Context: an optimization exercise on an open-source flow, tuned for a short achievable clock period and few clock cycles per item. The choices shown serve that exercise and are no tape-out recipe.
In this exercise RTL edits were held to simulation tests only and were not proved equivalent to the original.
Power figures rest on the tool's default switching activity, not on a simulated workload.

### design/flow/design.v
`timescale 1ns/1ps
`default_nettype none
package core_isa_pkg;
	typedef logic [32-1:0]      word_t;      
	typedef logic [4-1:0] reg_idx_t;   
	typedef logic [5-1:0]   shamt_t;     
	typedef enum logic [2:0] {
		ALU_ADD = 3'd0,   
		ALU_SUB = 3'd1,   
		ALU_RSB = 3'd2,   
		ALU_AND = 3'd3,
		ALU_ORR = 3'd4,
		ALU_EOR = 3'd5,
		ALU_MOV = 3'd6,   
		ALU_MVN = 3'd7    
	} alu_op_e;
	typedef enum logic [1:0] {
		OPND_REG_SHIFT = 2'd0,   
		OPND_IMM8_S    = 2'd1,
		OPND_IMM12_U   = 2'd2,
		OPND_ZERO      = 2'd3    
	} opnd_kind_e;
	typedef struct packed {
		alu_op_e    op;      
		opnd_kind_e kind;    
		logic [6:0] rsvd;    
		reg_idx_t   rn;      
		reg_idx_t   rd;      
		logic [12-1:0] imm12;   
	} instr_t;
endpackage
`default_nettype wire
`timescale 1ns/1ps
`default_nettype none
package core_pipe_pkg;
	typedef struct packed {
		logic       valid;   
		logic [2:0]                op;      
		logic [1:0]                kind;    
		logic [5-1:0]  shamt;
		logic [4-1:0] rd;
	} issue_ctl_t;
	typedef struct packed {
		logic     valid;
		logic [4-1:0] rd;
	} dst_tag_t;
	typedef struct packed {
		logic [4-1:0] rd;
		logic [32-1:0]    value;
	} retire_t;
endpackage
`default_nettype wire
`timescale 1ns/1ps
`default_nettype none
module reg_file (
	input  logic                   clk,
	input  logic                   reset,
	input  logic [15:0]            rd_oh_a,    
	input  logic [15:0]            rd_oh_b,
	output core_isa_pkg::word_t    rd_data_a,
	output core_isa_pkg::word_t    rd_data_b,
	input  logic                   wr_en,
	input  core_isa_pkg::reg_idx_t wr_idx,
	input  core_isa_pkg::word_t    wr_data
);
	core_isa_pkg::word_t regs [16];
	logic [15:0]         vld;
	always_ff @(posedge clk or posedge reset) begin
		if (reset) begin
			vld <= '0;
		end else if (wr_en) begin
			vld[wr_idx] <= 1'b1;
		end
	end
	always_ff @(posedge clk) begin
		if (wr_en) regs[wr_idx] <= wr_data;
	end
	always_comb begin
		rd_data_a = '0;
		rd_data_b = '0;
		for (int i = 0; i < 16; i++) begin
			rd_data_a = rd_data_a | ({32{rd_oh_a[i] & vld[i]}} & regs[i]);
			rd_data_b = rd_data_b | ({32{rd_oh_b[i] & vld[i]}} & regs[i]);
		end
	end
endmodule
`default_nettype wire
`timescale 1ns/1ps
`default_nettype none
module operand_extend (
	input  core_isa_pkg::instr_t instr,
	output core_isa_pkg::word_t  imm
);
	always_comb begin
		case (instr.kind)
			core_isa_pkg::OPND_IMM8_S:  imm = {{24{instr.imm12[7]}}, instr.imm12[7:0]};
			core_isa_pkg::OPND_IMM12_U: imm = {20'd0, instr.imm12};
			default:                    imm = '0;
		endcase
	end
endmodule
module shl32 (
	input  core_isa_pkg::word_t d,
	input  logic [7:0]          lo,
	input  logic [3:0]          hi,
	input  core_isa_pkg::word_t extra,   
	output core_isa_pkg::word_t q
);
	core_isa_pkg::word_t t;
	always_comb begin
		t = '0;
		for (int k = 0; k < 8; k++) t = t | ({32{lo[k]}} & (d << k));
	end
	shl32_hi h (.t (t), .hi (hi), .extra (extra), .q (q));
endmodule
module shl32_hi (
	input  core_isa_pkg::word_t t,
	input  logic [3:0]          hi,
	input  core_isa_pkg::word_t extra,
	output core_isa_pkg::word_t q
);
	always_comb begin
		q = extra;
		for (int k = 0; k < 4; k++) q = q | ({32{hi[k]}} & (t << (8 * k)));
	end
endmodule
module lmux #(
	parameter int W = 1
) (
	input  logic         s,
	input  logic [W-1:0] a,   
	input  logic [W-1:0] b,   
	output logic [W-1:0] o
);
	assign o = s ? a : b;
endmodule
`default_nettype wire
`default_nettype none
module shl32x3 (
	input  core_isa_pkg::word_t d0,
	input  core_isa_pkg::word_t d1,
	input  core_isa_pkg::word_t d2,
	input  logic [23:0]         sel,
	input  logic [3:0]          hi,
	input  core_isa_pkg::word_t extra,   
	output core_isa_pkg::word_t q
);
	core_isa_pkg::word_t t;
	always_comb begin
		t = '0;
		for (int k = 0; k < 8; k++) begin
			t = t | ({32{sel[k]}}      & (d0 << k))
			      | ({32{sel[8 + k]}}  & (d1 << k))
			      | ({32{sel[16 + k]}} & (d2 << k));
		end
	end
	shl32_hi h (.t (t), .hi (hi), .extra (extra), .q (q));
endmodule
`default_nettype wire
`timescale 1ns/1ps
`default_nettype none
module issue_stage (
	input  logic m1n, m2n, mwn,    
	input  logic m1m, m2m, mwm,    
	input  logic shz,              
	input  logic q1_late,          
	input  logic q2_late,
	output logic fa1,     
	output logic fa2,     
	output logic f2a,     
	output logic a_e1,    
	output logic a_w,     
	output logic a_rf,    
	output logic fa0,     
	output logic fb1,
	output logic fb2,
	output logic f2b,
	output logic b_e1,
	output logic b_w,
	output logic b_sh,    
	output logic fb0,
	output logic sl_e1,   
	output logic sl_w,    
	output logic sl_w2,   
	output logic keepb,   
	output logic late
);
	logic q2n, q3n, q2m, q3m;
	assign q2n = m2n && !m1n;
	assign q3n = mwn && !m1n && !m2n;
	assign q2m = m2m && !m1m;
	assign q3m = mwm && !m1m && !m2m;
	assign fa1  = m1n && !q1_late;
	assign f2a  = m1n && q1_late;
	assign fa2  = q2n && q2_late;
	assign a_e1 = q2n && !q2_late;
	assign a_w  = q3n;
	assign a_rf = !a_e1 && !a_w;
	assign fa0  = !fa1 && !fa2;
	assign fb1   = m1m && shz && !q1_late;
	assign f2b   = m1m && shz && q1_late;
	assign fb2   = q2m && shz && q2_late;
	assign b_e1  = q2m && shz && !q2_late;
	assign b_w   = q3m && shz;
	assign b_sh  = !b_e1 && !b_w;
	assign fb0   = !fb1 && !fb2;
	assign sl_e1 = m1m && !shz && !q1_late;
	assign sl_w  = q2m && !shz;
	assign sl_w2 = q3m && !shz;
	assign keepb = !f2b && !sl_e1 && !sl_w && !sl_w2;
	assign late = (m1n && q1_late) || (m1m && (q1_late || !shz)) || sl_w || sl_w2;
endmodule
`default_nettype wire
`timescale 1ns/1ps
`default_nettype none
module add_xor (
	input  core_isa_pkg::word_t x,
	input  core_isa_pkg::word_t y,
	output core_isa_pkg::word_t p
);
	assign p = x ^ y;
endmodule
module add_pg (
	input  core_isa_pkg::word_t x,
	input  core_isa_pkg::word_t y,
	input  logic                cin,
	output core_isa_pkg::word_t gn,
	output core_isa_pkg::word_t tn
);
	assign gn[0]    = ~((x[0] & y[0]) | (x[0] & cin) | (y[0] & cin));
	assign gn[31:1] = ~(x[31:1] & y[31:1]);
	assign tn       = ~(x | y);
endmodule
module pfx_lvl #(
	parameter int SPAN   = 1,
	parameter bit INV_IN = 1'b1
) (
	input  core_isa_pkg::word_t g_in,
	input  core_isa_pkg::word_t t_in,
	output core_isa_pkg::word_t g_out,
	output core_isa_pkg::word_t t_out
);
	for (genvar i = 0; i < 32; i++) begin : g_bit
		if (i < SPAN) begin : g_done
			assign g_out[i] = ~g_in[i];
			assign t_out[i] = 1'b0;
		end else if (INV_IN) begin : g_oai
			assign g_out[i] = ~(g_in[i] & (t_in[i] | g_in[i-SPAN]));
			assign t_out[i] = ~(t_in[i] | t_in[i-SPAN]);
		end else begin : g_aoi
			assign g_out[i] = ~(g_in[i] | (t_in[i] & g_in[i-SPAN]));
			assign t_out[i] = ~(t_in[i] & t_in[i-SPAN]);
		end
	end
endmodule
module add_carry (
	input  core_isa_pkg::word_t x,
	input  core_isa_pkg::word_t y,
	input  logic                cin,
	output core_isa_pkg::word_t c
);
	core_isa_pkg::word_t g0, t0, g1, t1, g2, t2, g3, t3, g4, t4, g5, t5;
	add_pg pg0 (.x (x), .y (y), .cin (cin), .gn (g0), .tn (t0));
	pfx_lvl #(.SPAN (1),  .INV_IN (1'b1)) l1 (.g_in (g0), .t_in (t0), .g_out (g1), .t_out (t1));
	pfx_lvl #(.SPAN (2),  .INV_IN (1'b0)) l2 (.g_in (g1), .t_in (t1), .g_out (g2), .t_out (t2));
	pfx_lvl #(.SPAN (4),  .INV_IN (1'b1)) l3 (.g_in (g2), .t_in (t2), .g_out (g3), .t_out (t3));
	pfx_lvl #(.SPAN (8),  .INV_IN (1'b0)) l4 (.g_in (g3), .t_in (t3), .g_out (g4), .t_out (t4));
	pfx_lvl #(.SPAN (16), .INV_IN (1'b1)) l5 (.g_in (g4), .t_in (t4), .g_out (g5), .t_out (t5));
	assign c = {g5[30:0], cin};
endmodule
module lsel2 (
	input  core_isa_pkg::word_t c1,
	input  core_isa_pkg::word_t a1,
	input  core_isa_pkg::word_t a0,
	input  core_isa_pkg::word_t c2,
	input  core_isa_pkg::word_t b1,
	input  core_isa_pkg::word_t b0,
	input  core_isa_pkg::word_t d,
	output core_isa_pkg::word_t o
);
	for (genvar i = 0; i < 32; i++) begin : g_bit
		assign o[i] = (c1[i] ? a1[i] : a0[i]) | (c2[i] ? b1[i] : b0[i]) | d[i];
	end
endmodule
module lsel1 (
	input  core_isa_pkg::word_t c,
	input  core_isa_pkg::word_t a1,
	input  core_isa_pkg::word_t a0,
	input  core_isa_pkg::word_t d,
	output core_isa_pkg::word_t o
);
	for (genvar i = 0; i < 32; i++) begin : g_bit
		assign o[i] = (c[i] ? a1[i] : a0[i]) | d[i];
	end
endmodule
module execute_stage (
	input  core_isa_pkg::word_t  x,
	input  core_isa_pkg::word_t  y,
	input  logic                 cin,
	input  logic                 s_add,    
	input  logic                 s_subn,   
	input  logic                 s_and,
	input  logic                 s_or,
	input  logic                 s_xor,
	input  logic                 s_b,
	input  logic                 s_bn,
	input  logic                 s_e,      
	input  core_isa_pkg::word_t  e,
	output core_isa_pkg::word_t  c,
	output core_isa_pkg::word_t  r1,
	output core_isa_pkg::word_t  r0
);
	core_isa_pkg::word_t p, other;
	add_xor   px (.x (x), .y (y), .p (p));
	add_carry ac (.x (x), .y (y), .cin (cin), .c (c));
	assign other = ({32{s_and}} & (x & y)) |
	               ({32{s_or}}  & (x | y)) |
	               ({32{s_xor}} & p) |
	               ({32{s_b}}   & y) |
	               ({32{s_bn}}  & ~y) |
	               ({32{s_e}}   & e);
	assign r1 = ({32{s_add}} & ~p) | ({32{s_subn}} &  p) | other;
	assign r0 = ({32{s_add}} &  p) | ({32{s_subn}} & ~p) | other;
endmodule
`default_nettype wire
`timescale 1ns/1ps
`default_nettype none
module core_top (
	input  logic                   clk,
	input  logic                   reset,
	input  logic                   instr_valid,
	output logic                   instr_ready,
	input  core_isa_pkg::word_t    instr,
	output logic                   retire_valid,
	input  logic                   retire_ready,
	output core_pipe_pkg::retire_t retire
);
	localparam int CAP = 10;   
	localparam int RQN = 16;   
	core_isa_pkg::word_t  iq [2];
	logic                 iq_wp, iq_rp;
	logic [1:0]           iq_cnt;
	logic [CAP-1:0]       outst;
	logic                 pop_iq;
	core_isa_pkg::instr_t iq_head;
	logic                 d1_v;
	core_isa_pkg::instr_t d1;
	logic [15:0]          d1_oh_n, d1_oh_m;    
	logic                 d1_wm_n, d1_wm_m;    
	core_isa_pkg::word_t  rf_a, rf_b, d1_a, d1_b;
	logic                 d2_v;
	core_isa_pkg::reg_idx_t d2_rd;
	logic [1:0]           d2_kind;
	logic [11:0]          d2_imm;
	logic [7:0]           d2_sh_lo;
	logic [3:0]           d2_sh_hi;
	logic                 d2_shz, d2_useb;
	logic                 d2_inv_a, d2_cin;
	logic                 d2_s_add, d2_s_subn, d2_s_and, d2_s_or, d2_s_xor, d2_s_b, d2_s_bn;
	core_isa_pkg::word_t  d2_ra, d2_rb;
	logic                 m1n, m2n, mwn, m1m, m2m, mwm;
	logic                 stall;
	logic                 x_v, x_late;
	core_isa_pkg::reg_idx_t x_rd;
	core_isa_pkg::word_t  x_a, x_b;
	logic                 x_cin, x_s_add, x_s_subn, x_s_and, x_s_or, x_s_xor, x_s_b, x_s_bn;
	logic [23:0]          x_sh_sel;   
	logic [3:0]           x_sh_hi;
	logic                 x_keepb, x_inv_a, x_f2a, x_f2b;
	core_isa_pkg::word_t  e1;   
	logic                 x2_v, x2_late;
	core_isa_pkg::reg_idx_t x2_rd;
	core_isa_pkg::word_t  x2_a, x2_b;
	logic                 x2_cin, x2_s_add, x2_s_subn, x2_s_and, x2_s_or, x2_s_xor, x2_s_b, x2_s_bn;
	logic                 w_v;
	core_isa_pkg::reg_idx_t w_rd;
	core_isa_pkg::word_t  w_val;
	core_isa_pkg::word_t  w2_val;   
	logic [35:0]          rq [RQN];   
	logic [RQN-1:0]       rq_wp, rq_rp;   
	logic [CAP-1:0]       rq_cnt;
	logic                 o_v;
	core_pipe_pkg::retire_t o_data;
	typedef struct packed {
		logic           iq_wp;
		logic [1:0]     iq_cnt;
		logic [CAP-1:0] outst;
		logic           ready;
		logic [RQN-1:0] rq_wp;
		logic [RQN-1:0] rq_rp;
		logic [CAP-1:0] rq_cnt;
		logic           o_v;
	} fc_t;
	localparam int FCW = 1 + 2 + CAP + 1 + RQN + RQN + CAP + 1;
	fc_t fc_c0, fc_c1, fc_c2, fc_c3;   
	fc_t fc_v0, fc_v1, fc_nx;
	logic rq_empty, stall_q;
	assign pop_iq   = iq_cnt[0] && !stall_q;
	assign rq_empty = !rq_cnt[0];
	for (genvar k = 0; k < 4; k++) begin : g_fc
		logic push, adv, rx, pop, rpush;
		fc_t f;
		assign push  = (k / 2 == 1) && instr_ready;
		assign adv   = !o_v || (k % 2 == 1);
		assign rx    = o_v && (k % 2 == 1);
		assign pop   = adv && !rq_empty;
		assign rpush = w_v && !(adv && rq_empty);
		assign f.iq_wp  = iq_wp ^ push;
		assign f.iq_cnt = (push && !pop_iq) ? {iq_cnt[0], 1'b1} :
		                  (pop_iq && !push) ? {1'b0, iq_cnt[1]} : iq_cnt;
		assign f.outst  = (push && !rx) ? {outst[CAP-2:0], 1'b1} :
		                  (rx && !push) ? {1'b0, outst[CAP-1:1]} : outst;
		assign f.ready  = !f.iq_cnt[1] && !f.outst[CAP-1];
		assign f.rq_wp  = rpush ? {rq_wp[RQN-2:0], rq_wp[RQN-1]} : rq_wp;
		assign f.rq_rp  = pop ? {rq_rp[RQN-2:0], rq_rp[RQN-1]} : rq_rp;
		assign f.rq_cnt = (rpush && !pop) ? {rq_cnt[CAP-2:0], 1'b1} :
		                  (pop && !rpush) ? {1'b0, rq_cnt[CAP-1:1]} : rq_cnt;
		assign f.o_v    = adv ? (!rq_empty || w_v) : o_v;
	end
	assign fc_c0 = g_fc[0].f;
	assign fc_c1 = g_fc[1].f;
	assign fc_c2 = g_fc[2].f;
	assign fc_c3 = g_fc[3].f;
	lmux #(.W (FCW)) fc_m0 (.s (retire_ready), .a (fc_c1), .b (fc_c0), .o (fc_v0));
	lmux #(.W (FCW)) fc_m1 (.s (retire_ready), .a (fc_c3), .b (fc_c2), .o (fc_v1));
	lmux #(.W (FCW)) fc_m2 (.s (instr_valid),  .a (fc_v1), .b (fc_v0), .o (fc_nx));
	always_ff @(posedge clk or posedge reset) begin
		if (reset) begin
			iq_wp       <= 1'b0;
			iq_rp       <= 1'b0;
			iq_cnt      <= 2'd0;
			outst       <= '0;
			instr_ready <= 1'b1;
			rq_wp       <= {{(RQN-1){1'b0}}, 1'b1};
			rq_rp       <= {{(RQN-1){1'b0}}, 1'b1};
			rq_cnt      <= '0;
			o_v         <= 1'b0;
		end else begin
			iq_wp       <= fc_nx.iq_wp;
			iq_rp       <= iq_rp ^ pop_iq;
			iq_cnt      <= fc_nx.iq_cnt;
			outst       <= fc_nx.outst;
			instr_ready <= fc_nx.ready;
			rq_wp       <= fc_nx.rq_wp;
			rq_rp       <= fc_nx.rq_rp;
			rq_cnt      <= fc_nx.rq_cnt;
			o_v         <= fc_nx.o_v;
		end
	end
	always_ff @(posedge clk) begin
		if (instr_ready) iq[iq_wp] <= instr;
	end
	assign iq_head = core_isa_pkg::instr_t'(iq[iq_rp]);
	reg_file regs0 (
		.clk       (clk),
		.reset     (reset),
		.rd_oh_a   (d1_oh_n),
		.rd_oh_b   (d1_oh_m),
		.rd_data_a (rf_a),
		.rd_data_b (rf_b),
		.wr_en     (w_v),
		.wr_idx    (w_rd),
		.wr_data   (w_val)
	);
	assign d1_a = d1_wm_n ? w_val : rf_a;
	assign d1_b = d1_wm_m ? w_val : rf_b;
	core_isa_pkg::instr_t d1_nx;
	assign d1_nx = stall_q ? d1 : iq_head;
	always_ff @(posedge clk or posedge reset) begin
		if (reset) begin
			d1_v <= 1'b0;
			d2_v <= 1'b0;
		end else if (!stall) begin
			d1_v <= iq_cnt[0];
			d2_v <= d1_v;
		end
	end
	always_ff @(posedge clk) begin
		d1      <= d1_nx;
		d1_wm_n <= x2_v && (x2_rd == d1_nx.rn);
		d1_wm_m <= x2_v && (x2_rd == d1_nx.imm12[3:0]);
		for (int i = 0; i < 16; i++) begin
			d1_oh_n[i] <= (d1_nx.rn == i[3:0]);
			d1_oh_m[i] <= (d1_nx.imm12[3:0] == i[3:0]);
		end
	end
	logic late, shz, useb;
	logic fa1, fa2, f2a, a_e1, a_w, a_rf, fa0;
	logic fb1, fb2, f2b, b_e1, b_w, b_sh, fb0, sl_e1, sl_w, sl_w2, keepb;
	core_isa_pkg::word_t imm, b_sh_v, b_d2, a_d2, e1_inv, w_inv;
	assign shz  = d2_shz;
	assign useb = d2_useb;
	logic d1_useb, d1_shz, d1_inv_a;
	assign d1_useb  = (d1.kind == core_isa_pkg::OPND_REG_SHIFT);
	assign d1_shz   = (d1.imm12[11:7] == 5'd0);
	assign d1_inv_a = (d1.op == core_isa_pkg::ALU_SUB) || (d1.op == core_isa_pkg::ALU_RSB);
	logic m1n_nx, m2n_nx, mwn_nx, m1m_nx, m2m_nx, mwm_nx, shz_nx, q1l_nx;
	always_comb begin
		if (!stall) begin
			m1n_nx = d2_v && (d2_rd == d1.rn);
			m2n_nx = x_v  && (x_rd  == d1.rn);
			mwn_nx = x2_v && (x2_rd == d1.rn);
			m1m_nx = d1_useb && d2_v && (d2_rd == d1.imm12[3:0]);
			m2m_nx = d1_useb && x_v  && (x_rd  == d1.imm12[3:0]);
			mwm_nx = d1_useb && x2_v && (x2_rd == d1.imm12[3:0]);
			shz_nx = d1_shz;
			q1l_nx = d2_v && late;
		end else begin
			m1n_nx = 1'b0;
			m2n_nx = m1n;
			mwn_nx = m2n;
			m1m_nx = 1'b0;
			m2m_nx = m1m;
			mwm_nx = m2m;
			shz_nx = d2_shz;
			q1l_nx = 1'b0;
		end
	end
	logic n_fa1, n_fa2, n_f2a, n_a_e1, n_a_w, n_a_rf, n_fa0;
	logic n_fb1, n_fb2, n_f2b, n_b_e1, n_b_w, n_b_sh, n_fb0, n_sl_e1, n_sl_w, n_sl_w2, n_keepb, n_late;
	issue_stage sel_nx (
		.m1n (m1n_nx), .m2n (m2n_nx), .mwn (mwn_nx),
		.m1m (m1m_nx), .m2m (m2m_nx), .mwm (mwm_nx),
		.shz (shz_nx), .q1_late (q1l_nx), .q2_late (x_late),
		.fa1 (n_fa1), .fa2 (n_fa2), .f2a (n_f2a), .a_e1 (n_a_e1), .a_w (n_a_w), .a_rf (n_a_rf), .fa0 (n_fa0),
		.fb1 (n_fb1), .fb2 (n_fb2), .f2b (n_f2b), .b_e1 (n_b_e1), .b_w (n_b_w), .b_sh (n_b_sh), .fb0 (n_fb0),
		.sl_e1 (n_sl_e1), .sl_w (n_sl_w), .sl_w2 (n_sl_w2), .keepb (n_keepb), .late (n_late)
	);
	always_ff @(posedge clk) begin
		m1n <= m1n_nx; m2n <= m2n_nx; mwn <= mwn_nx;
		m1m <= m1m_nx; m2m <= m2m_nx; mwm <= mwm_nx;
		fa1 <= n_fa1; fa2 <= n_fa2; f2a <= n_f2a; a_e1 <= n_a_e1; a_w <= n_a_w; a_rf <= n_a_rf; fa0 <= n_fa0;
		fb1 <= n_fb1; fb2 <= n_fb2; f2b <= n_f2b; b_e1 <= n_b_e1; b_w <= n_b_w; b_sh <= n_b_sh; fb0 <= n_fb0;
		sl_e1 <= n_sl_e1; sl_w <= n_sl_w; sl_w2 <= n_sl_w2; keepb <= n_keepb; late <= n_late;
	end
	assign e1_inv = e1    ^ {32{d2_inv_a}};
	assign w_inv  = w_val ^ {32{d2_inv_a}};
	assign a_d2   = ({32{a_e1}} & e1_inv) | ({32{a_w}} & w_inv) | ({32{a_rf}} & d2_ra);
	core_isa_pkg::instr_t d2_instr;
	assign d2_instr = {3'd0, d2_kind, 7'd0, 4'd0, 4'd0, d2_imm};
	operand_extend ext0 (
		.instr (d2_instr),
		.imm   (imm)
	);
	shl32 sh_d2 (.d (d2_rb), .lo (d2_sh_lo), .hi (d2_sh_hi), .extra (imm), .q (b_sh_v));
	assign b_d2 = ({32{b_e1}} & e1) | ({32{b_w}} & w_val) | ({32{b_sh}} & b_sh_v);
	logic stall_cond;
	assign stall_cond = d1_v && d1_useb && !d1_shz && d2_v && (d2_rd == d1.imm12[3:0]) && late;
	always_ff @(posedge clk or posedge reset) begin
		if (reset) begin
			stall   <= 1'b0;
			stall_q <= 1'b0;
		end else begin
			stall   <= !stall && stall_cond;
			stall_q <= !stall_q && stall_cond;
		end
	end
	always_ff @(posedge clk) begin
		if (!stall) begin
			d2_rd     <= d1.rd;
			d2_kind   <= d1.kind;
			d2_imm    <= d1.imm12;
			for (int i = 0; i < 8; i++) d2_sh_lo[i] <= d1_useb && (d1.imm12[9:7] == i[2:0]);
			for (int i = 0; i < 4; i++) d2_sh_hi[i] <= (d1.imm12[11:10] == i[1:0]);
			d2_shz    <= d1_shz;
			d2_useb   <= d1_useb;
			d2_inv_a  <= d1_inv_a;
			d2_cin    <= (d1.op == core_isa_pkg::ALU_RSB);
			d2_s_add  <= (d1.op == core_isa_pkg::ALU_ADD) || (d1.op == core_isa_pkg::ALU_RSB);
			d2_s_subn <= (d1.op == core_isa_pkg::ALU_SUB);
			d2_s_and  <= (d1.op == core_isa_pkg::ALU_AND);
			d2_s_or   <= (d1.op == core_isa_pkg::ALU_ORR);
			d2_s_xor  <= (d1.op == core_isa_pkg::ALU_EOR);
			d2_s_b    <= (d1.op == core_isa_pkg::ALU_MOV);
			d2_s_bn   <= (d1.op == core_isa_pkg::ALU_MVN);
			d2_ra     <= d1_a ^ {32{d1_inv_a}};
			d2_rb     <= d1_b;
		end else begin
			if (mwn) d2_ra <= w_inv;
			if (mwm) d2_rb <= w_val;
		end
	end
	always_ff @(posedge clk or posedge reset) begin
		if (reset) begin
			x_v  <= 1'b0;
			x2_v <= 1'b0;
			w_v  <= 1'b0;
		end else begin
			x_v  <= d2_v && !stall;
			x2_v <= x_v;
			w_v  <= x2_v;
		end
	end
	core_isa_pkg::word_t c1, r1_1, r0_1, c2, r1_2, r0_2;
	core_isa_pkg::word_t x_a_nx, x_b_nx, x2_a_nx, x2_b_nx;
	lsel2 sel_xa (
		.c1 (c1), .a1 ({32{fa1}} & (r1_1 ^ {32{d2_inv_a}})), .a0 ({32{fa1}} & (r0_1 ^ {32{d2_inv_a}})),
		.c2 (c2), .b1 ({32{fa2}} & (r1_2 ^ {32{d2_inv_a}})), .b0 ({32{fa2}} & (r0_2 ^ {32{d2_inv_a}})),
		.d ({32{fa0}} & a_d2), .o (x_a_nx)
	);
	lsel2 sel_xb (
		.c1 (c1), .a1 ({32{fb1}} & r1_1), .a0 ({32{fb1}} & r0_1),
		.c2 (c2), .b1 ({32{fb2}} & r1_2), .b0 ({32{fb2}} & r0_2),
		.d ({32{fb0}} & b_d2), .o (x_b_nx)
	);
	always_ff @(posedge clk) begin
		x_rd     <= d2_rd;
		x_late   <= d2_v && !stall && late;
		x_f2a    <= f2a;
		x_f2b    <= f2b;
		x_keepb  <= keepb;
		for (int i = 0; i < 8; i++) begin
			x_sh_sel[i]      <= sl_e1 && d2_sh_lo[i];
			x_sh_sel[8 + i]  <= sl_w  && d2_sh_lo[i];
			x_sh_sel[16 + i] <= sl_w2 && d2_sh_lo[i];
		end
		x_sh_hi  <= d2_sh_hi;
		x_inv_a  <= d2_inv_a;
		x_a      <= x_a_nx;
		x_b      <= x_b_nx;
		x_cin    <= d2_cin;
		x_s_add  <= d2_s_add;
		x_s_subn <= d2_s_subn;
		x_s_and  <= d2_s_and;
		x_s_or   <= d2_s_or;
		x_s_xor  <= d2_s_xor;
		x_s_b    <= d2_s_b;
		x_s_bn   <= d2_s_bn;
	end
	core_isa_pkg::word_t res1, res2, x2_bd;
	execute_stage exec0 (
		.x (x_a), .y (x_b),
		.cin (x_cin), .s_add (x_s_add), .s_subn (x_s_subn), .s_and (x_s_and), .s_or (x_s_or),
		.s_xor (x_s_xor), .s_b (x_s_b), .s_bn (x_s_bn), .s_e (1'b0), .e ('0),
		.c (c1), .r1 (r1_1), .r0 (r0_1)
	);
	lsel1 sel_e1 (.c (c1), .a1 (r1_1), .a0 (r0_1), .d ('0), .o (res1));
	shl32x3 sh_x (
		.d0 (e1), .d1 (w_val), .d2 (w2_val), .sel (x_sh_sel), .hi (x_sh_hi),
		.extra ({32{x_keepb}} & x_b), .q (x2_bd)
	);
	lsel1 sel_x2a (
		.c (c2), .a1 ({32{x_f2a}} & (r1_2 ^ {32{x_inv_a}})), .a0 ({32{x_f2a}} & (r0_2 ^ {32{x_inv_a}})),
		.d ({32{!x_f2a}} & x_a), .o (x2_a_nx)
	);
	lsel1 sel_x2b (
		.c (c2), .a1 ({32{x_f2b}} & r1_2), .a0 ({32{x_f2b}} & r0_2),
		.d (x2_bd), .o (x2_b_nx)
	);
	always_ff @(posedge clk) begin
		e1        <= res1;
		x2_rd     <= x_rd;
		x2_late   <= x_late;
		x2_a      <= x2_a_nx;
		x2_b      <= x2_b_nx;
		x2_cin    <= x_cin;
		x2_s_add  <= x_s_add  && x_late;
		x2_s_subn <= x_s_subn && x_late;
		x2_s_and  <= x_s_and  && x_late;
		x2_s_or   <= x_s_or   && x_late;
		x2_s_xor  <= x_s_xor  && x_late;
		x2_s_b    <= x_s_b    && x_late;
		x2_s_bn   <= x_s_bn   && x_late;
	end
	execute_stage exec1 (
		.x (x2_a), .y (x2_b),
		.cin (x2_cin), .s_add (x2_s_add), .s_subn (x2_s_subn), .s_and (x2_s_and), .s_or (x2_s_or),
		.s_xor (x2_s_xor), .s_b (x2_s_b), .s_bn (x2_s_bn), .s_e (!x2_late), .e (e1),
		.c (c2), .r1 (r1_2), .r0 (r0_2)
	);
	lsel1 sel_w (.c (c2), .a1 (r1_2), .a0 (r0_2), .d ('0), .o (res2));
	always_ff @(posedge clk) begin
		w_rd   <= x2_rd;
		w_val  <= res2;
		w2_val <= w_val;
	end
	always_ff @(posedge clk) begin
		for (int i = 0; i < RQN; i++) begin
			if (w_v && rq_wp[i]) rq[i] <= {w_rd, w_val};
		end
	end
	core_pipe_pkg::retire_t rq_head, o_next, o_hold, o_data_nx;
	always_comb begin
		rq_head = '0;
		for (int i = 0; i < RQN; i++) rq_head = rq_head | ({36{rq_rp[i]}} & rq[i]);
	end
	assign o_next = rq_empty ? {w_rd, w_val} : rq_head;
	assign o_hold = o_v ? o_data : o_next;
	lmux #(.W (36)) o_m (.s (retire_ready), .a (o_next), .b (o_hold), .o (o_data_nx));
	always_ff @(posedge clk) begin
		o_data <= o_data_nx;
	end
	assign retire_valid = o_v;
	assign retire       = o_data;
endmodule
`default_nettype wire
### design/flow/constraint.sdc
create_clock -name core_clock -period 5.5 [get_ports {clk}]
set_input_delay 1.1000 -clock core_clock [delete_from_list [all_inputs] [get_ports {clk}]]
set_output_delay 1.1000 -clock core_clock [all_outputs]
set_load 0.01 [all_outputs]
### design/flow/run.sh
#!/bin/bash
# synth_recipe.tcl (not shown) runs the flow's synth.tcl, then flattens the netlist and writes it again
# the make line also repeats each setting of config.mk as NAME=value (left out here)
make -C /OpenROAD-flow-scripts/flow DESIGN_CONFIG=/design/flow/config.mk WORK_HOME=/design/flow/orfs CLKGATE_MAP_FILE= SYNTH_SCRIPT=/design/flow/synth_recipe.tcl finish
### design/flow/config.mk
export PLATFORM = sky130hd
export DESIGN_NAME = core_top
export DESIGN_NICKNAME = core_top
export VERILOG_FILES = /design/flow/design.v
export SDC_FILE = /design/flow/constraint.sdc
export NUM_CORES = 4
export LEC_CHECK = 0
export ABC_CLOCK_PERIOD_IN_PS = 2000
export CAP_MARGIN = 20
export CORE_MARGIN = 2
export CORE_UTILIZATION = 40
export SETUP_SLACK_MARGIN = 3.0
export SLEW_MARGIN = 20
export SYNTH_HIERARCHICAL = 1
==> impl_metrics.json, run 1 <==
{
  "pwr-share-seq": 0.357,
  "grt_pass1_wl_um": 537000,
  "grt-ovfl-total": 0,
  "crit_end": "x_b[25]$_DFF_P_",
  "clockBufferDepth": 3,
  "slowest_stage": "a222oi_1",
  "drt_iter0_markers": 14100,
  "drive_above_1_share": 0.175,
  "die_w_um": 486,
  "p_per_area_nw_per_um2": 579,
  "rsz0062_at_grt": "true",
  "p_clk_frac": 0.207,
  "dr.pass1.iters": 22,
  "die_area_um2": 236000,
  "layout.cells.non_filler": 11900,
  "nFillCells": 20900,
  "hold_buffers": 0,
  "htreeDepth": 4,
  "critPathLaunchType": "flip-flop",
  "clock_sinks": 1729,
  "internal_power_uw": 34200,
  "path_depth": 8,
  "clock.fmax_mhz": 356,
  "p_total_uw": 61400,
  "ios": 74,
  "ant_nets": 0,
  "antenna_found_initial": 18,
  "path_class": "reg2reg",
  "grt_max_degree": 85,
  "area.growth.synth_to_final_pct": 14.1,
  "path_clk_slew_ps": 60,
  "path_buf_inv": 1,
  "path_max_fanout": 17,
  "p_sw_frac": 0.443,
  "numCtsBuffers": 178,
  "reg2reg_from": "d2_sh_lo[2]$_DFFE_PN_",
  "dp_slack_ps": 2230,
  "die_h_um": 486,
  "slew_violations": 0,
  "gp_congestion": 1.00,
  "maxCapViolations": 0,
  "routed_wl_um": 390000,
  "path_delay_family": "compound AO/OA/AOI/OAI gates",
  "crit_chain": "buf_12 > a22oi_2 > nand4_1 > a222oi_1 > nand2_1 > a222oi_1 > nor2b_1 > nand3b_1",
  "rows": 177,
  "max_stage_delay_ps": 660,
  "track_usage": 0.312,
  "fin_crit_sh": 0.511,
  "core_um2": 232000,
  "hpwl_um": 228000,
  "crit_start": "d2_sh_lo[2]$_DFFE_PN_",
  "hold_viol": 0,
  "status": "complete, no violations",
  "io_buffers": 66,
  "grt_pass1_vias": 73800,
  "slew_headroom": 0.203,
  "worstSetupEndpointType": "flip-flop",
  "final_nets": 8686,
  "start_util": 0.401,
  "clock_skew_ps": 49.2,
  "fin_crit_ps": 2810,
  "clk_latency_ps": 880,
  "reg2reg_to": "x_b[25]$_DFF_P_",
  "dp_cells": 11300,
  "r2r_slack_ps": 2690,
  "num_vias": 79300,
  "vdd_drop_max_uv": 464,
  "synth.avg_cell_area_um2": 10.8,
  "synth_area_um2": 93000,
  "r2r_cells": 8,
  "wl_per_cell_um": 32.9,
  "yosysWarnings": 14,
  "hold_class": "reg2reg",
  "p_switching_uw": 27200,
  "fin_ws_ps": 2690,
  "arrival_ps": 3540,
  "post-route-drc-count": 0,
  "tns_ps": 0,
  "cts-root-buf": "clkbuf_16",
  "synthCells": 8630,
  "routed_via_density": 6.68,
  "cts_tree": "yes",
  "tightest_slew_ps": 1190,
  "combPwrFrac": 0.436,
  "finalSetupViolations": 0,
  "crit_path_frequent_cell": "a222oi_1",
  "critPathRequiredTime_ps": 6230,
  "p_leak_uw": 0.0383
}
power groups by stage:
stage	clock network, µW	logic (µW)	registers, µW
after floorplan	0	14700	19600
after global placement	0	21300	22100
after detailed placement	0	21700	22100
after CTS	12800	23900	21700
after global routing	13300	27400	22000
final	12700	26800	22000
flip-flops by register name, summed over array words and instances, names as in the netlist, 24 cells and up:
signal	count
d1	25
d2_ra	32
d2_rb	32
e1	32
iq	50
o_data	36
regs0.regs	512
rq	576
w2_val	32
w_val	32
x2_a	32
x2_b	32
x_a	32
x_b	32
x_sh_sel	24
cell usage in the layout, fill, tap and decap left out, drive strengths merged, types with 36 or more instances in the layout:
cell type / n
a22o: 70
nand3: 1161
a211o: 128
clkinv: 74
xor2: 378
nand2: 442
clkbuf: 251
a221oi: 37
a211oi: 38
a222oi: 137
o21ai: 239
mux2i: 303
inv: 102
nor2b: 271
dfrtp: 78
conb: 101
dfxtp: 390
nand4: 399
nand3b: 66
nor3: 50
a31oi: 36
buf: 441
a22oi: 613
or4: 64
a21oi: 215
mux2: 347
nor2: 328
a21o: 83
edfxtp: 1258
and2: 490
through the flow:
stage,util,cell area [µm²],hold WS [ps]
floorplan,-,93400,310
global placement,0.412,95600,313
detailed placement,0.413,95700,315
CTS,0.448,104000,326
global route,0.458,106000,335
finish,0.458,106000,326
timing repair:
item | CTS | global route
setup buffers | 67 | 105
gates cloned | 7 | 17
pin swaps | 36 | 105
gates resized for setup | 506 | 252
setup endpoints to repair | 689 | 294
cell type report:
cell class	count	area, µm²	area share
Clock inverter	103	1150	0.0108
Sequential cell	1729	48000	0.452
Clock buffer	234	4940	0.0465
Timing Repair Buffer	489	5420	0.0511
Antenna cell	20	50.0	0.000471
Tap cell	3043	3810	0.0359
Multi-Input combinational cell	6145	42400	0.399
Inverter	98	383	0.00361
per-layer routing:
layer,track usage,up-vias,routed length (µm)
met5,0.000204,-,437
met4,0.163,14,26600
met3,0.0912,1535,52800
met2,0.463,6338,163000
met1,0.411,38800,147000
li1,-,32600,-
worst min path at each step:
stage               cells after the start   startpoint  slack [ps]             to
floorplan                               0  f2a$_DFF_P_         310  x_f2a$_DFF_P_
global placement                        0  f2b$_DFF_P_         310  x_f2b$_DFF_P_
detailed placement                      0  f2b$_DFF_P_         310  x_f2b$_DFF_P_
CTS                                     0  f2b$_DFF_P_         330  x_f2b$_DFF_P_
global route                            0  f2b$_DFF_P_         330  x_f2b$_DFF_P_
finish                                  0  f2b$_DFF_P_         330  x_f2b$_DFF_P_
Testbench counts, summed over its fixed seeds: cycles 16,659, items 16,000.
==> run 2: changes to the inputs <==
--- a/design/flow/design.v
+++ b/design/flow/design.v
@@ -59,28 +59,32 @@
 	input  logic [15:0]            rd_oh_b,
 	output core_isa_pkg::word_t    rd_data_a,
 	output core_isa_pkg::word_t    rd_data_b,
-	input  logic                   wr_en,
-	input  core_isa_pkg::reg_idx_t wr_idx,
+	input  logic                   x_sel_a,
+	input  logic                   x_sel_b,
+	input  core_isa_pkg::word_t    x_data,
+	output logic [15:0]            vld,
+	input  logic [15:0]            wr_oh,      
 	input  core_isa_pkg::word_t    wr_data
 );
 	core_isa_pkg::word_t regs [16];
-	logic [15:0]         vld;
 	always_ff @(posedge clk or posedge reset) begin
 		if (reset) begin
 			vld <= '0;
-		end else if (wr_en) begin
-			vld[wr_idx] <= 1'b1;
+		end else begin
+			vld <= vld | wr_oh;
 		end
 	end
 	always_ff @(posedge clk) begin
-		if (wr_en) regs[wr_idx] <= wr_data;
+		for (int i = 0; i < 16; i++) begin
+			if (wr_oh[i]) regs[i] <= wr_data;
+		end
 	end
 	always_comb begin
-		rd_data_a = '0;
-		rd_data_b = '0;
+		rd_data_a = {32{x_sel_a}} & x_data;
+		rd_data_b = {32{x_sel_b}} & x_data;
 		for (int i = 0; i < 16; i++) begin
-			rd_data_a = rd_data_a | ({32{rd_oh_a[i] & vld[i]}} & regs[i]);
-			rd_data_b = rd_data_b | ({32{rd_oh_b[i] & vld[i]}} & regs[i]);
+			rd_data_a = rd_data_a | ({32{rd_oh_a[i]}} & regs[i]);
+			rd_data_b = rd_data_b | ({32{rd_oh_b[i]}} & regs[i]);
 		end
 	end
 endmodule
@@ -335,8 +339,8 @@
 	input  logic                   retire_ready,
 	output core_pipe_pkg::retire_t retire
 );
-	localparam int CAP = 10;   
-	localparam int RQN = 16;   
+	localparam int CAP = 8;   
+	localparam int RQN = 8;   
 	core_isa_pkg::word_t  iq [2];
 	logic                 iq_wp, iq_rp;
 	logic [1:0]           iq_cnt;
@@ -347,13 +351,15 @@
 	core_isa_pkg::instr_t d1;
 	logic [15:0]          d1_oh_n, d1_oh_m;    
 	logic                 d1_wm_n, d1_wm_m;    
-	core_isa_pkg::word_t  rf_a, rf_b, d1_a, d1_b;
+	core_isa_pkg::word_t  d1_a, d1_b;
+	logic [15:0]          rf_vld;
 	logic                 d2_v;
 	core_isa_pkg::reg_idx_t d2_rd;
 	logic [1:0]           d2_kind;
 	logic [11:0]          d2_imm;
 	logic [7:0]           d2_sh_lo;
 	logic [3:0]           d2_sh_hi;
+	logic [3:0]           d2_hi_g;    
 	logic                 d2_shz, d2_useb;
 	logic                 d2_inv_a, d2_cin;
 	logic                 d2_s_add, d2_s_subn, d2_s_and, d2_s_or, d2_s_xor, d2_s_b, d2_s_bn;
@@ -376,79 +382,86 @@
 	core_isa_pkg::reg_idx_t w_rd;
 	core_isa_pkg::word_t  w_val;
 	core_isa_pkg::word_t  w2_val;   
+	logic [15:0]          w_we;     
 	logic [35:0]          rq [RQN];   
 	logic [RQN-1:0]       rq_wp, rq_rp;   
 	logic [CAP-1:0]       rq_cnt;
 	logic                 o_v;
 	core_pipe_pkg::retire_t o_data;
-	typedef struct packed {
-		logic           iq_wp;
-		logic [1:0]     iq_cnt;
-		logic [CAP-1:0] outst;
-		logic           ready;
-		logic [RQN-1:0] rq_wp;
-		logic [RQN-1:0] rq_rp;
-		logic [CAP-1:0] rq_cnt;
-		logic           o_v;
-	} fc_t;
-	localparam int FCW = 1 + 2 + CAP + 1 + RQN + RQN + CAP + 1;
-	fc_t fc_c0, fc_c1, fc_c2, fc_c3;   
-	fc_t fc_v0, fc_v1, fc_nx;
-	logic rq_empty, stall_q;
+	logic rdy, ov, rq_empty, stall_q;
 	assign pop_iq   = iq_cnt[0] && !stall_q;
 	assign rq_empty = !rq_cnt[0];
-	for (genvar k = 0; k < 4; k++) begin : g_fc
-		logic push, adv, rx, pop, rpush;
-		fc_t f;
-		assign push  = (k / 2 == 1) && instr_ready;
-		assign adv   = !o_v || (k % 2 == 1);
-		assign rx    = o_v && (k % 2 == 1);
+	logic [2:0] iqs_1, iqs_0, iqs_nx;    
+	assign iqs_1 = {iq_wp ^ rdy,
+	                (rdy && !pop_iq) ? {iq_cnt[0], 1'b1} : (pop_iq && !rdy) ? {1'b0, iq_cnt[1]} : iq_cnt};
+	assign iqs_0 = {iq_wp, pop_iq ? {1'b0, iq_cnt[1]} : iq_cnt};
+	lmux #(.W (3)) iq_m (.s (instr_valid), .a (iqs_1), .b (iqs_0), .o (iqs_nx));
+	localparam int RSW = RQN + RQN + CAP + 2;
+	logic [RSW-1:0] rqs_1, rqs_0, rqs_nx;   
+	for (genvar k = 0; k < 2; k++) begin : g_rq
+		logic adv, pop, rpush, v, vo;
+		logic [RQN-1:0] wp, rp;
+		logic [CAP-1:0] cnt;
+		assign adv   = !ov || (k == 1);
 		assign pop   = adv && !rq_empty;
 		assign rpush = w_v && !(adv && rq_empty);
-		assign f.iq_wp  = iq_wp ^ push;
-		assign f.iq_cnt = (push && !pop_iq) ? {iq_cnt[0], 1'b1} :
-		                  (pop_iq && !push) ? {1'b0, iq_cnt[1]} : iq_cnt;
-		assign f.outst  = (push && !rx) ? {outst[CAP-2:0], 1'b1} :
-		                  (rx && !push) ? {1'b0, outst[CAP-1:1]} : outst;
-		assign f.ready  = !f.iq_cnt[1] && !f.outst[CAP-1];
-		assign f.rq_wp  = rpush ? {rq_wp[RQN-2:0], rq_wp[RQN-1]} : rq_wp;
-		assign f.rq_rp  = pop ? {rq_rp[RQN-2:0], rq_rp[RQN-1]} : rq_rp;
-		assign f.rq_cnt = (rpush && !pop) ? {rq_cnt[CAP-2:0], 1'b1} :
-		                  (pop && !rpush) ? {1'b0, rq_cnt[CAP-1:1]} : rq_cnt;
-		assign f.o_v    = adv ? (!rq_empty || w_v) : o_v;
-	end
-	assign fc_c0 = g_fc[0].f;
-	assign fc_c1 = g_fc[1].f;
-	assign fc_c2 = g_fc[2].f;
-	assign fc_c3 = g_fc[3].f;
-	lmux #(.W (FCW)) fc_m0 (.s (retire_ready), .a (fc_c1), .b (fc_c0), .o (fc_v0));
-	lmux #(.W (FCW)) fc_m1 (.s (retire_ready), .a (fc_c3), .b (fc_c2), .o (fc_v1));
-	lmux #(.W (FCW)) fc_m2 (.s (instr_valid),  .a (fc_v1), .b (fc_v0), .o (fc_nx));
+		assign wp    = rpush ? {rq_wp[RQN-2:0], rq_wp[RQN-1]} : rq_wp;
+		assign rp    = pop ? {rq_rp[RQN-2:0], rq_rp[RQN-1]} : rq_rp;
+		assign cnt   = (rpush && !pop) ? {rq_cnt[CAP-2:0], 1'b1} :
+		               (pop && !rpush) ? {1'b0, rq_cnt[CAP-1:1]} : rq_cnt;
+		assign v     = adv ? (!rq_empty || w_v) : ov;
+		assign vo    = (!o_v || (k == 1)) ? (!rq_empty || w_v) : o_v;
+	end
+	assign rqs_1 = {g_rq[1].wp, g_rq[1].rp, g_rq[1].cnt, g_rq[1].vo, g_rq[1].v};
+	assign rqs_0 = {g_rq[0].wp, g_rq[0].rp, g_rq[0].cnt, g_rq[0].vo, g_rq[0].v};
+	lmux #(.W (RSW)) rq_m (.s (retire_ready), .a (rqs_1), .b (rqs_0), .o (rqs_nx));
+	localparam int OSW = CAP + 2;
+	logic [OSW-1:0] os_c [4];   
+	logic [OSW-1:0] os_v0, os_v1, os_nx;
+	for (genvar k = 0; k < 4; k++) begin : g_os
+		logic push, push_o, rx, r, r_o;
+		logic [CAP-1:0] oc, oc_o;
+		logic [1:0] ic, ic_o;
+		assign push = (k / 2 == 1) && rdy;
+		assign rx   = ov && (k % 2 == 1);
+		assign ic   = push ? iqs_1[1:0] : iqs_0[1:0];
+		assign oc   = (push && !rx) ? {outst[CAP-2:0], 1'b1} :
+		              (rx && !push) ? {1'b0, outst[CAP-1:1]} : outst;
+		assign r    = !ic[1] && !oc[CAP-1];
+		assign push_o = (k / 2 == 1) && instr_ready;
+		assign ic_o   = push_o ? (pop_iq ? iq_cnt : {iq_cnt[0], 1'b1}) : iqs_0[1:0];
+		assign oc_o   = (push_o && !rx) ? {outst[CAP-2:0], 1'b1} :
+		                (rx && !push_o) ? {1'b0, outst[CAP-1:1]} : outst;
+		assign r_o    = !ic_o[1] && !oc_o[CAP-1];
+		assign os_c[k] = {oc, r_o, r};
+	end
+	lmux #(.W (OSW)) os_m0 (.s (retire_ready), .a (os_c[1]), .b (os_c[0]), .o (os_v0));
+	lmux #(.W (OSW)) os_m1 (.s (retire_ready), .a (os_c[3]), .b (os_c[2]), .o (os_v1));
+	lmux #(.W (OSW)) os_m2 (.s (instr_valid),  .a (os_v1),   .b (os_v0),   .o (os_nx));
 	always_ff @(posedge clk or posedge reset) begin
 		if (reset) begin
-			iq_wp       <= 1'b0;
-			iq_rp       <= 1'b0;
-			iq_cnt      <= 2'd0;
-			outst       <= '0;
-			instr_ready <= 1'b1;
-			rq_wp       <= {{(RQN-1){1'b0}}, 1'b1};
-			rq_rp       <= {{(RQN-1){1'b0}}, 1'b1};
-			rq_cnt      <= '0;
-			o_v         <= 1'b0;
+			iq_wp  <= 1'b0;
+			iq_rp  <= 1'b0;
+			iq_cnt <= 2'd0;
+			outst  <= '0;
+			rq_wp  <= {{(RQN-1){1'b0}}, 1'b1};
+			rq_rp  <= {{(RQN-1){1'b0}}, 1'b1};
+			rq_cnt <= '0;
+			o_v    <= 1'b0;
+			ov     <= 1'b0;
 		end else begin
-			iq_wp       <= fc_nx.iq_wp;
-			iq_rp       <= iq_rp ^ pop_iq;
-			iq_cnt      <= fc_nx.iq_cnt;
-			outst       <= fc_nx.outst;
-			instr_ready <= fc_nx.ready;
-			rq_wp       <= fc_nx.rq_wp;
-			rq_rp       <= fc_nx.rq_rp;
-			rq_cnt      <= fc_nx.rq_cnt;
-			o_v         <= fc_nx.o_v;
+			{iq_wp, iq_cnt}                  <= iqs_nx;
+			iq_rp                            <= iq_rp ^ pop_iq;
+			outst                            <= os_nx[OSW-1:2];
+			{rq_wp, rq_rp, rq_cnt, o_v, ov} <= rqs_nx;
 		end
 	end
 	always_ff @(posedge clk) begin
-		if (instr_ready) iq[iq_wp] <= instr;
+		instr_ready <= os_nx[1];
+		rdy         <= os_nx[0];
+	end
+	always_ff @(posedge clk) begin
+		if (rdy) iq[iq_wp] <= instr;
 	end
 	assign iq_head = core_isa_pkg::instr_t'(iq[iq_rp]);
 	reg_file regs0 (
@@ -456,16 +469,24 @@
 		.reset     (reset),
 		.rd_oh_a   (d1_oh_n),
 		.rd_oh_b   (d1_oh_m),
-		.rd_data_a (rf_a),
-		.rd_data_b (rf_b),
-		.wr_en     (w_v),
-		.wr_idx    (w_rd),
+		.rd_data_a (d1_a),
+		.rd_data_b (d1_b),
+		.x_sel_a   (d1_wm_n),
+		.x_sel_b   (d1_wm_m),
+		.x_data    (w_val),
+		.vld       (rf_vld),
+		.wr_oh     (w_we),
 		.wr_data   (w_val)
 	);
-	assign d1_a = d1_wm_n ? w_val : rf_a;
-	assign d1_b = d1_wm_m ? w_val : rf_b;
 	core_isa_pkg::instr_t d1_nx;
 	assign d1_nx = stall_q ? d1 : iq_head;
+	logic        wm_n_nx, wm_m_nx;
+	logic [15:0] vld_nx;
+	assign wm_n_nx = x2_v && (x2_rd == d1_nx.rn);
+	assign wm_m_nx = x2_v && (x2_rd == d1_nx.imm12[3:0]);
+	for (genvar i = 0; i < 16; i++) begin : g_vld
+		assign vld_nx[i] = rf_vld[i] || w_we[i];
+	end
 	always_ff @(posedge clk or posedge reset) begin
 		if (reset) begin
 			d1_v <= 1'b0;
@@ -477,17 +498,17 @@
 	end
 	always_ff @(posedge clk) begin
 		d1      <= d1_nx;
-		d1_wm_n <= x2_v && (x2_rd == d1_nx.rn);
-		d1_wm_m <= x2_v && (x2_rd == d1_nx.imm12[3:0]);
+		d1_wm_n <= wm_n_nx;
+		d1_wm_m <= wm_m_nx;
 		for (int i = 0; i < 16; i++) begin
-			d1_oh_n[i] <= (d1_nx.rn == i[3:0]);
-			d1_oh_m[i] <= (d1_nx.imm12[3:0] == i[3:0]);
+			d1_oh_n[i] <= (d1_nx.rn == i[3:0]) && vld_nx[i] && !wm_n_nx;
+			d1_oh_m[i] <= (d1_nx.imm12[3:0] == i[3:0]) && vld_nx[i] && !wm_m_nx;
 		end
 	end
 	logic late, shz, useb;
-	logic fa1, fa2, f2a, a_e1, a_w, a_rf, fa0;
-	logic fb1, fb2, f2b, b_e1, b_w, b_sh, fb0, sl_e1, sl_w, sl_w2, keepb;
-	core_isa_pkg::word_t imm, b_sh_v, b_d2, a_d2, e1_inv, w_inv;
+	logic fa1, fa2, f2a, a_e1, a_w, a_rf;
+	logic fb1, fb2, f2b, b_e1, b_w, b_sh, sl_e1, sl_w, sl_w2, keepb;
+	core_isa_pkg::word_t imm, b_d2, a_d2, e1_inv, w_inv;
 	assign shz  = d2_shz;
 	assign useb = d2_useb;
 	logic d1_useb, d1_shz, d1_inv_a;
@@ -529,21 +550,27 @@
 	always_ff @(posedge clk) begin
 		m1n <= m1n_nx; m2n <= m2n_nx; mwn <= mwn_nx;
 		m1m <= m1m_nx; m2m <= m2m_nx; mwm <= mwm_nx;
-		fa1 <= n_fa1; fa2 <= n_fa2; f2a <= n_f2a; a_e1 <= n_a_e1; a_w <= n_a_w; a_rf <= n_a_rf; fa0 <= n_fa0;
-		fb1 <= n_fb1; fb2 <= n_fb2; f2b <= n_f2b; b_e1 <= n_b_e1; b_w <= n_b_w; b_sh <= n_b_sh; fb0 <= n_fb0;
+		fa1 <= n_fa1; fa2 <= n_fa2; f2a <= n_f2a; a_e1 <= n_a_e1; a_w <= n_a_w; a_rf <= n_a_rf && n_fa0;
+		fb1 <= n_fb1; fb2 <= n_fb2; f2b <= n_f2b; b_e1 <= n_b_e1; b_w <= n_b_w; b_sh <= n_b_sh && n_fb0;
+		for (int i = 0; i < 4; i++) begin
+			d2_hi_g[i] <= n_b_sh && n_fb0 &&
+			              (stall ? d2_sh_hi[i] : (d1.imm12[11:10] == i[1:0]));
+		end
 		sl_e1 <= n_sl_e1; sl_w <= n_sl_w; sl_w2 <= n_sl_w2; keepb <= n_keepb; late <= n_late;
 	end
 	assign e1_inv = e1    ^ {32{d2_inv_a}};
 	assign w_inv  = w_val ^ {32{d2_inv_a}};
-	assign a_d2   = ({32{a_e1}} & e1_inv) | ({32{a_w}} & w_inv) | ({32{a_rf}} & d2_ra);
+	assign a_d2   = ({32{a_e1}} & e1_inv) | ({32{a_w}} & w_inv) | ({32{a_rf}} & (d2_ra ^ {32{d2_inv_a}}));
 	core_isa_pkg::instr_t d2_instr;
 	assign d2_instr = {3'd0, d2_kind, 7'd0, 4'd0, 4'd0, d2_imm};
 	operand_extend ext0 (
 		.instr (d2_instr),
 		.imm   (imm)
 	);
-	shl32 sh_d2 (.d (d2_rb), .lo (d2_sh_lo), .hi (d2_sh_hi), .extra (imm), .q (b_sh_v));
-	assign b_d2 = ({32{b_e1}} & e1) | ({32{b_w}} & w_val) | ({32{b_sh}} & b_sh_v);
+	shl32 sh_d2 (
+		.d (d2_rb), .lo (d2_sh_lo), .hi (d2_hi_g),
+		.extra (imm | ({32{b_e1}} & e1) | ({32{b_w}} & w_val)), .q (b_d2)
+	);
 	logic stall_cond;
 	assign stall_cond = d1_v && d1_useb && !d1_shz && d2_v && (d2_rd == d1.imm12[3:0]) && late;
 	always_ff @(posedge clk or posedge reset) begin
@@ -573,10 +600,10 @@
 			d2_s_xor  <= (d1.op == core_isa_pkg::ALU_EOR);
 			d2_s_b    <= (d1.op == core_isa_pkg::ALU_MOV);
 			d2_s_bn   <= (d1.op == core_isa_pkg::ALU_MVN);
-			d2_ra     <= d1_a ^ {32{d1_inv_a}};
+			d2_ra     <= d1_a;
 			d2_rb     <= d1_b;
 		end else begin
-			if (mwn) d2_ra <= w_inv;
+			if (mwn) d2_ra <= w_val;
 			if (mwm) d2_rb <= w_val;
 		end
 	end
@@ -596,12 +623,12 @@
 	lsel2 sel_xa (
 		.c1 (c1), .a1 ({32{fa1}} & (r1_1 ^ {32{d2_inv_a}})), .a0 ({32{fa1}} & (r0_1 ^ {32{d2_inv_a}})),
 		.c2 (c2), .b1 ({32{fa2}} & (r1_2 ^ {32{d2_inv_a}})), .b0 ({32{fa2}} & (r0_2 ^ {32{d2_inv_a}})),
-		.d ({32{fa0}} & a_d2), .o (x_a_nx)
+		.d (a_d2), .o (x_a_nx)
 	);
 	lsel2 sel_xb (
 		.c1 (c1), .a1 ({32{fb1}} & r1_1), .a0 ({32{fb1}} & r0_1),
 		.c2 (c2), .b1 ({32{fb2}} & r1_2), .b0 ({32{fb2}} & r0_2),
-		.d ({32{fb0}} & b_d2), .o (x_b_nx)
+		.d (b_d2), .o (x_b_nx)
 	);
 	always_ff @(posedge clk) begin
 		x_rd     <= d2_rd;
@@ -670,6 +697,9 @@
 	);
 	lsel1 sel_w (.c (c2), .a1 (r1_2), .a0 (r0_2), .d ('0), .o (res2));
 	always_ff @(posedge clk) begin
+		for (int i = 0; i < 16; i++) w_we[i] <= x2_v && (x2_rd == i[3:0]);
+	end
+	always_ff @(posedge clk) begin
 		w_rd   <= x2_rd;
 		w_val  <= res2;
 		w2_val <= w_val;
@@ -685,7 +715,7 @@
 		for (int i = 0; i < RQN; i++) rq_head = rq_head | ({36{rq_rp[i]}} & rq[i]);
 	end
 	assign o_next = rq_empty ? {w_rd, w_val} : rq_head;
-	assign o_hold = o_v ? o_data : o_next;
+	assign o_hold = ov ? o_data : o_next;
 	lmux #(.W (36)) o_m (.s (retire_ready), .a (o_next), .b (o_hold), .o (o_data_nx));
 	always_ff @(posedge clk) begin
 		o_data <= o_data_nx;
--- a/design/flow/config.mk
+++ b/design/flow/config.mk
@@ -8,7 +8,9 @@
 export ABC_CLOCK_PERIOD_IN_PS = 2000
 export CAP_MARGIN = 20
 export CORE_MARGIN = 2
-export CORE_UTILIZATION = 40
-export SETUP_SLACK_MARGIN = 3.0
+export CORE_UTILIZATION = 45
+export CTS_CLUSTER_DIAMETER = 80
+export CTS_CLUSTER_SIZE = 30
+export SETUP_SLACK_MARGIN = 3.2
 export SLEW_MARGIN = 20
 export SYNTH_HIERARCHICAL = 1
==> run 2 against run 1 <==
Worst hold slack improved by 6.5 ps. Worst setup slack improved by 76 ps. Clock skew increased by 61 ps.
==> impl_metrics.json, run 2 <==
{
  "hold_viol": 0,
  "htreeDepth": 3,
  "clock_sinks": 1440,
  "grt_pass1_vias": 60400,
  "postPlaceCellArea_um2": 79600,
  "reg2reg_to": "x2_b[25]$_DFF_P_",
  "critPathLaunchType": "flip-flop",
  "crit_start": "w_val[22]$_DFF_P_",
  "die_h_um": 418,
  "largest_reg_flops": 512,
  "clk_latency_ps": 820,
  "clock_skew_ps": 110,
  "hold_buffers": 0,
  "tns_ps": 0,
  "synthCells": 6966,
  "wl_per_cell_um": 34.5,
  "r2r_cells": 8,
  "largestRegisters": "regs0.regs x512, rq x288, iq x50",
  "reg2reg_from": "w_val[22]$_DFF_P_",
  "gp_congestion": 1.03,
  "final_cell_mix": "966 x edfxtp_1, 572 x a22oi_1, 462 x and2_1",
  "synth_area_um2": 77200,
  "synth.avg_cell_area_um2": 11.1,
  "arrival_ps": 3420,
  "grt_max_degree": 97,
  "p_per_area_nw_per_um2": 558,
  "die_w_um": 418,
  "numCtsBuffers": 89,
  "final_common_cell": "edfxtp_1",
  "ios": 74,
  "grt-ovfl-total": 0,
  "top_register": "regs0.regs",
  "p_leak_uw": 0.0322,
  "track_usage": 0.353,
  "dr.pass1.iters": 17,
  "io_buffers": 66,
  "crit_end": "x2_b[25]$_DFF_P_",
  "area.growth.synth_to_final_pct": 14.1,
  "routed_via_density": 6.94,
  "worstSetupEndpointType": "flip-flop",
  "clockBufferDepth": 3,
  "yosysWarnings": 17,
  "num_vias": 65200,
  "status": "complete, no violations",
  "final_area_um2": 88000,
  "die_area_um2": 175000,
  "maxCapViolations": 0,
  "cts_tree": "yes",
  "post-route-drc-count": 0,
  "path_clk_slew_ps": 100,
  "ant_nets": 0,
  "hpwl_um": 191000,
  "fin_crit_sh": 0.498,
  "slew_violations": 0,
  "finalSetupViolations": 0,
  "path_class": "reg2reg",
  "antenna_found_initial": 39,
  "hold_class": "reg2reg",
  "grt_pass1_wl_um": 446000,
  "core_um2": 170000,
  "slew_headroom": 0.245,
  "rsz0062_at_grt": "true",
  "drive_above_1_share": 0.210,
  "start_util": 0.454,
  "routed_wl_um": 324000,
  "clock.fmax_mhz": 365,
  "r2r_slack_ps": 2760,
  "rows": 151,
  "vdd_drop_max_uv": 345,
  "tightest_slew_ps": 1130,
  "drt_iter0_markers": 10600,
  "final_nets": 7123,
  "path_max_fanout": 39,
  "critPathRequiredTime_ps": 6180,
  "cts-root-buf": "clkbuf_16",
  "utilization": 0.518,
  "fin_crit_ps": 2740
}
## run 2: worst max-delay path, stage by stage (launching register included)
cell	delay [ps]
dfxtp_2	370
buf_8	210
a22oi_1	230
nand4_1	120
nor2_1	160
nand4_1	400
a222oi_1	760
nand2_1	110
a211o_1	260
## run 2: worst min path at each step
stage | from | endpoint | depth (start not counted)
2_1_floorplan | f2a$_DFF_P_ | x_f2a$_DFF_P_ | 0
3_3_place_gp | f2b$_DFF_P_ | x_f2b$_DFF_P_ | 0
3_5_place_dp | f2a$_DFF_P_ | x_f2a$_DFF_P_ | 0
4_1_cts | f2a$_DFF_P_ | x_f2a$_DFF_P_ | 0
5_1_grt | f2a$_DFF_P_ | x_f2a$_DFF_P_ | 0
6_report | f2a$_DFF_P_ | x_f2a$_DFF_P_ | 0
## run 2: what timing repair did
| action | in CTS | in global routing |
|---|---|---|
| gates resized for setup | 652 | 307 |
| cloned | 19 | 12 |
| setup buffers | 106 | 92 |
| setup endpoints to repair | 381 | 223 |
| pin swaps | 95 | 153 |
## run 2: stage by stage
| stage | setup slack, ps | hold slack, ps | instances | total power [µW] |
|---|---|---|---|---|
| after floorplan | 3310 | 310 | 7066 | 29700 |
| after global placement | 2210 | 316 | 8980 | 38000 |
| after detailed placement | 2200 | 313 | 8980 | 38400 |
| after CTS | 2920 | 334 | 9273 | 47100 |
| after global routing | 2790 | 340 | 9378 | 50500 |
| final | 2760 | 333 | 9387 | 49200 |
## run 2: metal layers
| layer | share of wire | GRT usage | wire, µm | vias up |
|---|---|---|---|---|
| li1 | - | - | - | 26900 |
| met1 | 0.36 | 0.437 | 118000 | 32100 |
| met2 | 0.43 | 0.539 | 141000 | 4683 |
| met3 | 0.12 | 0.105 | 38200 | 1537 |
| met4 | 0.083 | 0.221 | 26900 | 32 |
| met5 | 0.00061 | 0 | 199 | - |
## run 2: layout make-up
cell class | count | area [µm²]
well taps | 2218 | 2780
multi-input cells | 4877 | 36500
fillers | 14700 | 81800
inverters | 162 | 626
clock inverters | 63 | 866
diodes | 9 | 22.5
flip-flops and latches | 1440 | 39200
clock buffers | 105 | 2390
repair buffers | 513 | 5720
## run 2: power by group
| group | internal, µW | total, µW | switching, µW | leakage, µW |
|---|---|---|---|---|
| Combinational | 8130 | 22500 | 14400 | 0.0177 |
| Clock | 3450 | 7860 | 4410 | 0.00155 |
| Sequential | 14900 | 18800 | 3860 | 0.0129 |
| Total | 26500 | 49200 | 22600 | 0.0322 |
Testbench counts of run 2, summed over its fixed seeds: cycles 16,659, items 16,000.

==> separate check: timing with driven ports <==
How much do the figures lean on ideal ports? The routed layouts below were timed once more, with nothing changed but the port constraints.
Step 1, drivers: a clkbuf_16 drives clk and a buf_2 each remaining input, both assumed.
Step 2 also shifts input and output timing later by t, the mid clock arrival at the registers, as if the neighbouring blocks saw the same clock.
Slacks: no drivers / after step 1 / after step 2; pairs: no drivers / after step 1.
run	t (ns)	setup slack, ns	worst hold slack (ns)	clock arrival spread, ns	worst data-port slew with drivers (ns)
run 1	0.941	2.687 / 2.684 / 2.376	0.326 / 0.326 / 0.326	0.049 / 0.050	0.15
run 2	0.855	2.763 / 2.763 / 2.580	0.333 / 0.333 / 0.333	0.115 / 0.116	0.07
After both steps setup and hold are still met in every run listed. The setup slack of run 1, which loses most, moves by -0.003 ns with the drivers and by -0.311 ns with both steps.
